This is an optimization exercise on Yosys and OpenROAD, whose aim is small area, a short achievable clock period and few clock cycles per item, not a production implementation.
Where RTL was checked, it was by simulation tests only, not by an equivalence proof against the original.

==> inputs of build 48 <==
// cosine_similarity_stream_core
module cosine_similarity_stream_core (
  input  logic                                clk,
  input  logic                                rst_n,
  input  logic                                in_push,
  output logic                                in_full,
  input  logic signed [csim_pkg::ELEM_W-1:0]  in_a_value,
  input  logic signed [csim_pkg::ELEM_W-1:0]  in_b_value,
  input  logic                                in_is_last,
  input  logic                                out_pop,
  output logic                                out_empty,
  output logic signed [csim_pkg::SIM_W-1:0]   out_similarity,
  output logic                                out_status
);
==> module csim_back, before the edit <==
module csim_back (
  input  logic                                clk,
  input  logic                                rst_n,
  input  logic                                rst_d,
  input  logic                                s_full,
  input  logic [43:0]                         s_dot,
  input  logic [42:0]                         s_na,
  input  logic [42:0]                         s_nb,
  output logic                                s_take,
  output logic                                eng_soon_nxt,
  input  logic                                out_pop,
  output logic                                out_empty,
  output logic signed [csim_pkg::SIM_W-1:0]   out_similarity,
  output logic                                out_status
);
  logic         mul_r, sqrt_r, fin_r;
  logic         mul_ra, mul_pa;           
  logic [4:0]   cnt_r;
  logic [103:0] r_r;
  logic [101:0] pa_r;
  logic [86:0]  p_r;
  logic [15:0]  m_r;
  logic         neg_r, stat_r, ovf_r;
  logic         oval_r, ostat_r;
  logic [15:0]  osim_r;
  logic         idle, cnt_z, wr_out, bit_y, ovf;
  logic         mul_nxt, sqrt_nxt, fin_nxt, idle_nxt, oval_nxt, cnt_z_nxt;
  logic [4:0]   cnt_nxt;
  logic         skip;
  logic [43:0]  mag, mul_mag;
  logic [42:0]  mul_na;
  logic [1:0]   dr, dp;
  logic [105:0] rx, ry, rz, rs, rc, rsum;
  logic [103:0] px, py, pz, ps, pc, psum;
  logic [15:0]  q;
  logic [15:0]  sim_val;
  assign idle    = ~mul_r & ~sqrt_r & ~fin_r;
  assign cnt_z   = (cnt_r == 5'd0);
  assign mul_mag = pa_r[86:43];
  assign mul_na  = pa_r[42:0];
  assign dr      = r_r[103:102];
  assign dp      = p_r[86:85];
  assign rx   = mul_ra ? {2'b00, r_r[101:0], 2'b00} : {r_r, 2'b01};
  assign ry   = mul_ra ? (dr[1] ? {61'd0, mul_mag, 1'b0} : 106'd0) : ~{2'b00, pa_r, 2'b00};
  assign rz   = mul_ra ? (dr[0] ? {62'd0, mul_mag} : 106'd0) : ~{19'd0, p_r};
  assign rs   = rx ^ ry ^ rz;
  assign rc   = {(rx[104:0] & ry[104:0]) | (rz[104:0] & (rx[104:0] ^ ry[104:0])), ~mul_ra};
  assign rsum = rs + rc;
  assign px   = mul_pa ? {17'd0, p_r[84:0], 2'b00} : {1'b0, pa_r, 1'b0};
  assign py   = mul_pa ? (dp[1] ? {60'd0, mul_na, 1'b0} : 104'd0) : {17'd0, p_r};
  assign pz   = mul_pa ? (dp[0] ? {61'd0, mul_na} : 104'd0) : 104'd0;
  assign ps   = px ^ py ^ pz;
  assign pc   = {(px[102:0] & py[102:0]) | (pz[102:0] & (px[102:0] ^ py[102:0])), 1'b0};
  assign psum = ps + pc;
  assign ovf   = ovf_r | (r_r[103:102] != 2'b00);
  assign bit_y = ovf | ~rsum[105];
  assign mag = s_dot[43] ? (44'd0 - s_dot) : s_dot;
  assign skip = (mag[43:36] == 8'd0) & (s_nb[42:36] == 7'd0);
  assign wr_out = fin_r & ~oval_r;
  assign s_take = s_full & (idle | wr_out);
  assign eng_soon_nxt = idle_nxt | ((fin_nxt | (sqrt_nxt & cnt_z_nxt)) & ~oval_nxt);
  assign q = {1'b0, m_r[15:1]} + {15'd0, m_r[0]};
  always_comb begin
    if (stat_r)     sim_val = 16'd0;
    else if (neg_r) sim_val = 16'd0 - q;
    else            sim_val = q[15] ? 16'h7FFF : q;
  end
  assign mul_nxt   = s_take | (mul_r & ~cnt_z);
  assign sqrt_nxt  = (mul_r & cnt_z) | (sqrt_r & ~cnt_z);
  assign fin_nxt   = (sqrt_r & cnt_z) | (fin_r & ~wr_out);
  assign idle_nxt  = ~mul_nxt & ~sqrt_nxt & ~fin_nxt;
  assign oval_nxt  = wr_out | (oval_r & ~out_pop);
  assign cnt_nxt   = s_take ? (skip ? 5'd17 : 5'd21) : (mul_r & cnt_z) ? 5'd15 : (mul_r | sqrt_r) ? cnt_r - 5'd1 : cnt_r;
  assign cnt_z_nxt = (cnt_nxt == 5'd0);
  always_ff @(posedge clk) begin
    if (!rst_n) oval_r <= 1'b0;
    else        oval_r <= oval_nxt;
    if (!rst_d) begin
      mul_r  <= 1'b0;
      mul_ra <= 1'b0;
      mul_pa <= 1'b0;
      sqrt_r <= 1'b0;
      fin_r  <= 1'b0;
    end else begin
      mul_r  <= mul_nxt;
      mul_ra <= s_take | (mul_ra & ~cnt_z);
      mul_pa <= s_take | (mul_pa & ~cnt_z);
      sqrt_r <= sqrt_nxt;
      fin_r  <= fin_nxt;
    end
  end
  always_ff @(posedge clk) begin
    if (s_take) begin
      r_r  <= skip ? {mag[35:0], 68'd0} : {mag, 60'd0};
      pa_r <= {15'd0, mag, s_na};
      p_r  <= skip ? {s_nb[35:0], 51'd0} : {1'b0, s_nb, 43'd0};
    end else if (mul_r) begin
      r_r  <= rsum[103:0];
      p_r  <= psum[86:0];
      pa_r <= cnt_z ? 102'd0 : pa_r;
    end else begin
      r_r  <= bit_y ? rsum[103:0] : {r_r[101:0], 2'b00};
      pa_r <= bit_y ? psum[101:0] : {pa_r[100:0], 1'b0};
    end
  end
  always_ff @(posedge clk) begin
    if (s_take) begin
      neg_r  <= s_dot[43];
      stat_r <= (s_na == 43'd0) | (s_nb == 43'd0);
    end else if (mul_r) begin
      ovf_r <= 1'b0;
    end else if (sqrt_r) begin
      m_r   <= {m_r[14:0], bit_y};
      ovf_r <= ovf;
    end
    cnt_r <= cnt_nxt;
    if (wr_out) begin
      osim_r  <= sim_val;
      ostat_r <= stat_r;
    end
  end
  assign out_empty      = ~oval_r;
  assign out_similarity = osim_r;
  assign out_status     = ostat_r;
endmodule
clock: 16.0 ns
lec_check: 0
cap_margin: 20
core_margin: 2
core_utilization: 60
cts_buf_list: sky130_fd_sc_hd__clkbuf_8
cts_cluster_size: 20
slew_margin: 20
tns_end_percent: 10
standard.sh (not shown) runs the stock make flow with config.mk's settings and CLKGATE_MAP_FILE= SYNTH_SCRIPT=/design/flow/synth_recipe.tcl, a recipe that flattens the netlist after the stock synthesis.
==> flow/flow/run.sh <==
#!/bin/bash
# Own flow: the standard layout (standard.sh, unchanged synthesis, same SDC and
# clock period), with repair_timing asked to keep a larger setup margin so that the
# layout is optimised for a shorter achieved period. make's full output goes to
# flow_make.log here; ORFS also keeps each step's log under orfs/logs/.
set -euo pipefail
bash standard.sh SETUP_SLACK_MARGIN=11.5 finish > flow_make.log 2>&1
==> inputs of trial 13, as changes to build 48 <==
--- a/flow/design.v
+++ b/flow/design.v
@@ -15,61 +15,59 @@
   input  logic signed [15:0] in_b_value,
   input  logic               in_is_last,
   output logic               in_full,
   input  logic               s_full_nxt,
   input  logic               slot_avail,
-  input  logic               eng_soon_nxt,
+  input  logic               eng_free_nxt,
   output logic               s_we,
   output logic [43:0]        s_dot,
   output logic [42:0]        s_na,
   output logic [42:0]        s_nb
 );
-  logic               accept, acc_last;
-  logic               v0_r, l0_r, v1_r, l1_r, h_r, full_r;
-  logic               h_nxt, last1_nxt, safe_nxt;
-  logic [1:0]         n_nxt;
+  logic               accept, stall, en0;
+  logic               v0_r, l0_r, v1_r, l1_r, full_r;
+  logic               v0_nxt, v1_nxt, l1_nxt;
   logic signed [15:0] a0_r, b0_r;
   logic [44:0]        ab_s, ab_c, ab_s_r, ab_c_r;
   logic [44:0]        dx, ds, dc;
   logic [43:0]        ax, as_, ac, bx, bs, bc;
   logic [30:0]        aa_s, aa_c, bb_s, bb_c, aa_s_r, aa_c_r, bb_s_r, bb_c_r;
   logic signed [43:0] dot_r, dot_nxt;
   logic [42:0]        na_r, na_nxt, nb_r, nb_nxt;
   logic signed [44:0] dot_sum;
   logic [43:0]        na_sum, nb_sum;
-  assign in_full  = full_r;
-  assign accept   = in_push & ~full_r;
-  assign acc_last = accept & in_is_last;
-  assign s_we      = slot_avail & (h_r | (v1_r & l1_r));
-  assign h_nxt     = ~s_we & (h_r | (v1_r & l1_r));
-  assign last1_nxt = v0_r & l0_r;
-  assign n_nxt    = 2'(h_nxt) + 2'(last1_nxt) + 2'(acc_last);
-  assign safe_nxt = (n_nxt == 2'd0) |
-                    ((n_nxt == 2'd1) & ~s_full_nxt) |
-                    (((n_nxt == 2'd1) & s_full_nxt | (n_nxt == 2'd2) & ~s_full_nxt) & eng_soon_nxt);
+  assign in_full = full_r;
+  assign accept  = in_push & ~full_r;
+  assign stall   = v1_r & l1_r & ~slot_avail;
+  assign en0     = ~stall | ~v0_r;
+  assign v0_nxt  = en0 ? accept : v0_r;
+  assign v1_nxt  = stall ? v1_r : v0_r;
+  assign l1_nxt  = stall ? l1_r : l0_r;
   always_ff @(posedge clk) begin
     if (!rst_d) begin
       v0_r <= 1'b0;
       v1_r <= 1'b0;
-      h_r  <= 1'b0;
     end else begin
-      v0_r <= accept;
-      v1_r <= v0_r;
-      h_r  <= h_nxt;
+      v0_r <= v0_nxt;
+      v1_r <= v1_nxt;
     end
     if (!rst_n) full_r <= 1'b1;
-    else        full_r <= ~safe_nxt;
-    l0_r   <= in_is_last;
-    a0_r   <= accept ? in_a_value : 16'sd0;
-    b0_r   <= accept ? in_b_value : 16'sd0;
-    l1_r   <= l0_r;
-    ab_s_r <= ab_s;
-    ab_c_r <= ab_c;
-    aa_s_r <= aa_s;
-    aa_c_r <= aa_c;
-    bb_s_r <= bb_s;
-    bb_c_r <= bb_c;
+    else        full_r <= v0_nxt & v1_nxt & l1_nxt & s_full_nxt & ~eng_free_nxt;
+    if (en0) begin
+      l0_r <= in_is_last;
+      a0_r <= in_a_value;
+      b0_r <= in_b_value;
+    end
+    if (!stall) begin
+      l1_r  <= l0_r;
+      ab_s_r <= ab_s;
+      ab_c_r <= ab_c;
+      aa_s_r <= aa_s;
+      aa_c_r <= aa_c;
+      bb_s_r <= bb_s;
+      bb_c_r <= bb_c;
+    end
   end
   csim_mul u_mul (
     .a    (a0_r),
     .b    (b0_r),
     .aa_s (aa_s),
@@ -97,19 +95,20 @@
     else
       dot_nxt = dot_sum[43:0];
     na_nxt = na_sum[43] ? {43{1'b1}} : na_sum[42:0];
     nb_nxt = nb_sum[43] ? {43{1'b1}} : nb_sum[42:0];
   end
+  assign s_we  = v1_r & l1_r & slot_avail;
   assign s_dot = dot_nxt;
   assign s_na  = na_nxt;
   assign s_nb  = nb_nxt;
   always_ff @(posedge clk) begin
     if (!rst_d || s_we) begin
       dot_r <= '0;
       na_r  <= '0;
       nb_r  <= '0;
-    end else begin
+    end else if (v1_r && !l1_r) begin
       dot_r <= dot_nxt;
       na_r  <= na_nxt;
       nb_r  <= nb_nxt;
     end
   end
@@ -1274,11 +1273,11 @@
   input  logic                                s_full,
   input  logic [43:0]                         s_dot,
   input  logic [42:0]                         s_na,
   input  logic [42:0]                         s_nb,
   output logic                                s_take,
-  output logic                                eng_soon_nxt,
+  output logic                                eng_free_nxt,
   input  logic                                out_pop,
   output logic                                out_empty,
   output logic signed [csim_pkg::SIM_W-1:0]   out_similarity,
   output logic                                out_status
 );
@@ -1291,13 +1290,10 @@
   logic [15:0]  m_r;
   logic         neg_r, stat_r, ovf_r;
   logic         oval_r, ostat_r;
   logic [15:0]  osim_r;
   logic         idle, cnt_z, wr_out, bit_y, ovf;
-  logic         mul_nxt, sqrt_nxt, fin_nxt, idle_nxt, oval_nxt, cnt_z_nxt;
-  logic [4:0]   cnt_nxt;
-  logic         skip;
   logic [43:0]  mag, mul_mag;
   logic [42:0]  mul_na;
   logic [1:0]   dr, dp;
   logic [105:0] rx, ry, rz, rs, rc, rsum;
   logic [103:0] px, py, pz, ps, pc, psum;
@@ -1322,49 +1318,42 @@
   assign pc   = {(px[102:0] & py[102:0]) | (pz[102:0] & (px[102:0] ^ py[102:0])), 1'b0};
   assign psum = ps + pc;
   assign ovf   = ovf_r | (r_r[103:102] != 2'b00);
   assign bit_y = ovf | ~rsum[105];
   assign mag = s_dot[43] ? (44'd0 - s_dot) : s_dot;
-  assign skip = (mag[43:36] == 8'd0) & (s_nb[42:36] == 7'd0);
   assign wr_out = fin_r & ~oval_r;
   assign s_take = s_full & (idle | wr_out);
-  assign eng_soon_nxt = idle_nxt | ((fin_nxt | (sqrt_nxt & cnt_z_nxt)) & ~oval_nxt);
+  assign eng_free_nxt = ~s_take & (idle | (sqrt_r & cnt_z & (~oval_r | out_pop)));
   assign q = {1'b0, m_r[15:1]} + {15'd0, m_r[0]};
   always_comb begin
     if (stat_r)     sim_val = 16'd0;
     else if (neg_r) sim_val = 16'd0 - q;
     else            sim_val = q[15] ? 16'h7FFF : q;
   end
-  assign mul_nxt   = s_take | (mul_r & ~cnt_z);
-  assign sqrt_nxt  = (mul_r & cnt_z) | (sqrt_r & ~cnt_z);
-  assign fin_nxt   = (sqrt_r & cnt_z) | (fin_r & ~wr_out);
-  assign idle_nxt  = ~mul_nxt & ~sqrt_nxt & ~fin_nxt;
-  assign oval_nxt  = wr_out | (oval_r & ~out_pop);
-  assign cnt_nxt   = s_take ? (skip ? 5'd17 : 5'd21) : (mul_r & cnt_z) ? 5'd15 : (mul_r | sqrt_r) ? cnt_r - 5'd1 : cnt_r;
-  assign cnt_z_nxt = (cnt_nxt == 5'd0);
   always_ff @(posedge clk) begin
-    if (!rst_n) oval_r <= 1'b0;
-    else        oval_r <= oval_nxt;
+    if (!rst_n)       oval_r <= 1'b0;
+    else if (wr_out)  oval_r <= 1'b1;
+    else if (out_pop) oval_r <= 1'b0;
     if (!rst_d) begin
       mul_r  <= 1'b0;
       mul_ra <= 1'b0;
       mul_pa <= 1'b0;
       sqrt_r <= 1'b0;
       fin_r  <= 1'b0;
     end else begin
-      mul_r  <= mul_nxt;
+      mul_r  <= s_take | (mul_r & ~cnt_z);
       mul_ra <= s_take | (mul_ra & ~cnt_z);
       mul_pa <= s_take | (mul_pa & ~cnt_z);
-      sqrt_r <= sqrt_nxt;
-      fin_r  <= fin_nxt;
+      sqrt_r <= (mul_r & cnt_z) | (sqrt_r & ~cnt_z);
+      fin_r  <= (sqrt_r & cnt_z) | (fin_r & ~wr_out);
     end
   end
   always_ff @(posedge clk) begin
     if (s_take) begin
-      r_r  <= skip ? {mag[35:0], 68'd0} : {mag, 60'd0};
+      r_r  <= {mag, 60'd0};
       pa_r <= {15'd0, mag, s_na};
-      p_r  <= skip ? {s_nb[35:0], 51'd0} : {1'b0, s_nb, 43'd0};
+      p_r  <= {1'b0, s_nb, 43'd0};
     end else if (mul_r) begin
       r_r  <= rsum[103:0];
       p_r  <= psum[86:0];
       pa_r <= cnt_z ? 102'd0 : pa_r;
     end else begin
@@ -1374,17 +1363,19 @@
   end
   always_ff @(posedge clk) begin
     if (s_take) begin
       neg_r  <= s_dot[43];
       stat_r <= (s_na == 43'd0) | (s_nb == 43'd0);
+      cnt_r  <= 5'd21;
     end else if (mul_r) begin
+      cnt_r <= cnt_z ? 5'd15 : cnt_r - 5'd1;
       ovf_r <= 1'b0;
     end else if (sqrt_r) begin
       m_r   <= {m_r[14:0], bit_y};
       ovf_r <= ovf;
+      cnt_r <= cnt_r - 5'd1;
     end
-    cnt_r <= cnt_nxt;
     if (wr_out) begin
       osim_r  <= sim_val;
       ostat_r <= stat_r;
     end
   end
@@ -1404,11 +1395,11 @@
   input  logic                                out_pop,
   output logic                                out_empty,
   output logic signed [csim_pkg::SIM_W-1:0]   out_similarity,
   output logic                                out_status
 );
-  logic        s_we, s_full, s_take, s_full_nxt, slot_avail, eng_soon_nxt;
+  logic        s_we, s_full, s_take, s_full_nxt, slot_avail, eng_free_nxt;
   logic        rst_d;
   always_ff @(posedge clk) rst_d <= rst_n;
   logic [43:0] s_dot_w, s_dot;
   logic [42:0] s_na_w, s_na, s_nb_w, s_nb;
   csim_front u_front (
@@ -1420,11 +1411,11 @@
     .in_b_value   (in_b_value),
     .in_is_last   (in_is_last),
     .in_full      (in_full),
     .s_full_nxt   (s_full_nxt),
     .slot_avail   (slot_avail),
-    .eng_soon_nxt (eng_soon_nxt),
+    .eng_free_nxt (eng_free_nxt),
     .s_we         (s_we),
     .s_dot        (s_dot_w),
     .s_na         (s_na_w),
     .s_nb         (s_nb_w)
   );
@@ -1450,11 +1441,11 @@
     .s_full         (s_full),
     .s_dot          (s_dot),
     .s_na           (s_na),
     .s_nb           (s_nb),
     .s_take         (s_take),
-    .eng_soon_nxt   (eng_soon_nxt),
+    .eng_free_nxt   (eng_free_nxt),
     .out_pop        (out_pop),
     .out_empty      (out_empty),
     .out_similarity (out_similarity),
     .out_status     (out_status)
   );
==> flow/flow/run.sh (replaced) <==
#!/bin/bash
# Own flow: the standard layout (standard.sh, unchanged synthesis, same SDC and
# clock period), with repair_timing asked to keep a larger setup margin so that the
# layout is optimised for a shorter achieved period. make's full output goes to
# flow_make.log here; ORFS also keeps each step's log under orfs/logs/.
set -euo pipefail
bash standard.sh SETUP_SLACK_MARGIN=11 finish > flow_make.log 2>&1
- CORE_UTILIZATION: 60 -> 40
- CTS_BUF_LIST: sky130_fd_sc_hd__clkbuf_8 -> unset
- CTS_CLUSTER_SIZE: 20 -> unset
- TNS_END_PERCENT: 10 -> unset
==> inputs of build 66, as changes to build 48 <==
--- a/flow/design.v
+++ b/flow/design.v
@@ -1281,18 +1281,20 @@
   output logic                                out_empty,
   output logic signed [csim_pkg::SIM_W-1:0]   out_similarity,
   output logic                                out_status
 );
   logic         mul_r, sqrt_r, fin_r;
-  logic         mul_ra, mul_pa;           
+  logic         mul_rx, mul_ry, mul_rz;   
+  logic         mul_px, mul_py, mul_pz;
+  logic [1:0]   dr_r, dp_r;               
   logic [4:0]   cnt_r;
   logic [103:0] r_r;
   logic [101:0] pa_r;
   logic [86:0]  p_r;
   logic [15:0]  m_r;
   logic         neg_r, stat_r, ovf_r;
-  logic         oval_r, ostat_r;
+  logic         oval_r, oempty_r, ostat_r;
   logic [15:0]  osim_r;
   logic         idle, cnt_z, wr_out, bit_y, ovf;
   logic         mul_nxt, sqrt_nxt, fin_nxt, idle_nxt, oval_nxt, cnt_z_nxt;
   logic [4:0]   cnt_nxt;
   logic         skip;
@@ -1305,21 +1307,21 @@
   logic [15:0]  sim_val;
   assign idle    = ~mul_r & ~sqrt_r & ~fin_r;
   assign cnt_z   = (cnt_r == 5'd0);
   assign mul_mag = pa_r[86:43];
   assign mul_na  = pa_r[42:0];
-  assign dr      = r_r[103:102];
-  assign dp      = p_r[86:85];
-  assign rx   = mul_ra ? {2'b00, r_r[101:0], 2'b00} : {r_r, 2'b01};
-  assign ry   = mul_ra ? (dr[1] ? {61'd0, mul_mag, 1'b0} : 106'd0) : ~{2'b00, pa_r, 2'b00};
-  assign rz   = mul_ra ? (dr[0] ? {62'd0, mul_mag} : 106'd0) : ~{19'd0, p_r};
+  assign dr      = dr_r;
+  assign dp      = dp_r;
+  assign rx   = mul_rx ? {2'b00, r_r[101:0], 2'b00} : {r_r, 2'b01};
+  assign ry   = mul_ry ? (dr[1] ? {61'd0, mul_mag, 1'b0} : 106'd0) : ~{2'b00, pa_r, 2'b00};
+  assign rz   = mul_rz ? (dr[0] ? {62'd0, mul_mag} : 106'd0) : ~{19'd0, p_r};
   assign rs   = rx ^ ry ^ rz;
-  assign rc   = {(rx[104:0] & ry[104:0]) | (rz[104:0] & (rx[104:0] ^ ry[104:0])), ~mul_ra};
+  assign rc   = {(rx[104:0] & ry[104:0]) | (rz[104:0] & (rx[104:0] ^ ry[104:0])), ~mul_rz};
   assign rsum = rs + rc;
-  assign px   = mul_pa ? {17'd0, p_r[84:0], 2'b00} : {1'b0, pa_r, 1'b0};
-  assign py   = mul_pa ? (dp[1] ? {60'd0, mul_na, 1'b0} : 104'd0) : {17'd0, p_r};
-  assign pz   = mul_pa ? (dp[0] ? {61'd0, mul_na} : 104'd0) : 104'd0;
+  assign px   = mul_px ? {17'd0, p_r[84:0], 2'b00} : {1'b0, pa_r, 1'b0};
+  assign py   = mul_py ? (dp[1] ? {60'd0, mul_na, 1'b0} : 104'd0) : {17'd0, p_r};
+  assign pz   = mul_pz ? (dp[0] ? {61'd0, mul_na} : 104'd0) : 104'd0;
   assign ps   = px ^ py ^ pz;
   assign pc   = {(px[102:0] & py[102:0]) | (pz[102:0] & (px[102:0] ^ py[102:0])), 1'b0};
   assign psum = ps + pc;
   assign ovf   = ovf_r | (r_r[103:102] != 2'b00);
   assign bit_y = ovf | ~rsum[105];
@@ -1340,34 +1342,51 @@
   assign idle_nxt  = ~mul_nxt & ~sqrt_nxt & ~fin_nxt;
   assign oval_nxt  = wr_out | (oval_r & ~out_pop);
   assign cnt_nxt   = s_take ? (skip ? 5'd17 : 5'd21) : (mul_r & cnt_z) ? 5'd15 : (mul_r | sqrt_r) ? cnt_r - 5'd1 : cnt_r;
   assign cnt_z_nxt = (cnt_nxt == 5'd0);
   always_ff @(posedge clk) begin
-    if (!rst_n) oval_r <= 1'b0;
-    else        oval_r <= oval_nxt;
+    if (!rst_n) begin
+      oval_r   <= 1'b0;
+      oempty_r <= 1'b1;
+    end else begin
+      oval_r   <= oval_nxt;
+      oempty_r <= ~oval_nxt;
+    end
     if (!rst_d) begin
       mul_r  <= 1'b0;
-      mul_ra <= 1'b0;
-      mul_pa <= 1'b0;
+      mul_rx <= 1'b0;
+      mul_ry <= 1'b0;
+      mul_rz <= 1'b0;
+      mul_px <= 1'b0;
+      mul_py <= 1'b0;
+      mul_pz <= 1'b0;
       sqrt_r <= 1'b0;
       fin_r  <= 1'b0;
     end else begin
       mul_r  <= mul_nxt;
-      mul_ra <= s_take | (mul_ra & ~cnt_z);
-      mul_pa <= s_take | (mul_pa & ~cnt_z);
+      mul_rx <= s_take | (mul_rx & ~cnt_z);
+      mul_ry <= s_take | (mul_ry & ~cnt_z);
+      mul_rz <= s_take | (mul_rz & ~cnt_z);
+      mul_px <= s_take | (mul_px & ~cnt_z);
+      mul_py <= s_take | (mul_py & ~cnt_z);
+      mul_pz <= s_take | (mul_pz & ~cnt_z);
       sqrt_r <= sqrt_nxt;
       fin_r  <= fin_nxt;
     end
   end
   always_ff @(posedge clk) begin
     if (s_take) begin
       r_r  <= skip ? {mag[35:0], 68'd0} : {mag, 60'd0};
       pa_r <= {15'd0, mag, s_na};
       p_r  <= skip ? {s_nb[35:0], 51'd0} : {1'b0, s_nb, 43'd0};
+      dr_r <= skip ? mag[35:34] : mag[43:42];
+      dp_r <= skip ? s_nb[35:34] : {1'b0, s_nb[42]};
     end else if (mul_r) begin
       r_r  <= rsum[103:0];
       p_r  <= psum[86:0];
+      dr_r <= r_r[101:100];
+      dp_r <= p_r[84:83];
       pa_r <= cnt_z ? 102'd0 : pa_r;
     end else begin
       r_r  <= bit_y ? rsum[103:0] : {r_r[101:0], 2'b00};
       pa_r <= bit_y ? psum[101:0] : {pa_r[100:0], 1'b0};
     end
@@ -1386,11 +1405,11 @@
     if (wr_out) begin
       osim_r  <= sim_val;
       ostat_r <= stat_r;
     end
   end
-  assign out_empty      = ~oval_r;
+  assign out_empty      = oempty_r;
   assign out_similarity = osim_r;
   assign out_status     = ostat_r;
 endmodule
 `timescale 1ns / 1ps
 module cosine_similarity_stream_core (
- CORE_UTILIZATION: 60 -> 50
==> comparison table <==
	build 48	trial 13	build 66
Run status	no timing/DRC/antenna violations	no timing/DRC/antenna violations	no timing/DRC/antenna violations
Vias per cell	6.45	5.93	6.11
Met3 Track Usage GR	8.58%	5.39%	7.03%
Routed WL	232 mm	256 mm	241 mm
Adder-cell area share of the yosys netlist	23.1%	22.9%	23.1%
Placer Congestion	1.02	1.06	1.00
Capturing instance or port of the critical path	u_back.m_r[14]	u_back.r_r[70]	u_back.r_r[27]
Total placed cells including tap cells	8,531	9,269	8,986
Clk root buf	sky130_fd_sc_hd__clkbuf_8	sky130_fd_sc_hd__clkbuf_16	sky130_fd_sc_hd__clkbuf_8
Total clock sinks	817	816	826
Arrival time worst endpoint	5.62 ns	5.76 ns	5.85 ns
Multi-input gate share of the layout cell area	59.1%	57.7%	59.1%
Worst path max stage delay	0.96 ns	0.60 ns	0.48 ns
Number of combinational gates with multiple inputs	5,553	5,582	5,688
Worst clock skew on the final layout	0.0402 ns	0.0407 ns	0.0590 ns
Per-cell routed wire length	25.5 um	26.5 um	25.4 um
Testbench counts of build 48, summed over its fixed seeds: cycles 20,537, vectors 384.
Testbench counts of build 66, summed over its fixed seeds: cycles 20,537, vectors 384.
For trial 13, only the layout was checked, not whether the RTL still works.

[port drivers added, routing unchanged]
Ports are ideal in the flow. The routed layouts listed here were re-timed in OpenROAD. Step 1: set_driving_cell puts a clkbuf_16 on clk and a buf_2 on each other input, an assumption about the parent block. Step 2 moves the port delays by t, midway between the first and last clock arrival at a register: inputs arrive t later, outputs are due t later. That takes back most of the time a late clock gives input paths. a / b / c = no drivers / after step 1 / after step 2; a / b = the first two.
run	t, ns	setup slack, ns	worst setup path at the end	clock arrival spread, ns	worst slew at a driven data input, ns
build 48	0.937	10.877 / 10.877 / 10.346	input to register	0.043 / 0.042	0.11
trial 13	0.799	10.832 / 10.832 / 10.832	register to register	0.055 / 0.055	0.07
build 66	0.994	10.992 / 10.992 / 10.876	input to register	0.062 / 0.062	0.05
After both steps setup and hold are still met in every run listed. For build 48, which loses most, drivers alone change the setup slack by 0.000 ns; drivers and shift together by -0.531 ns.
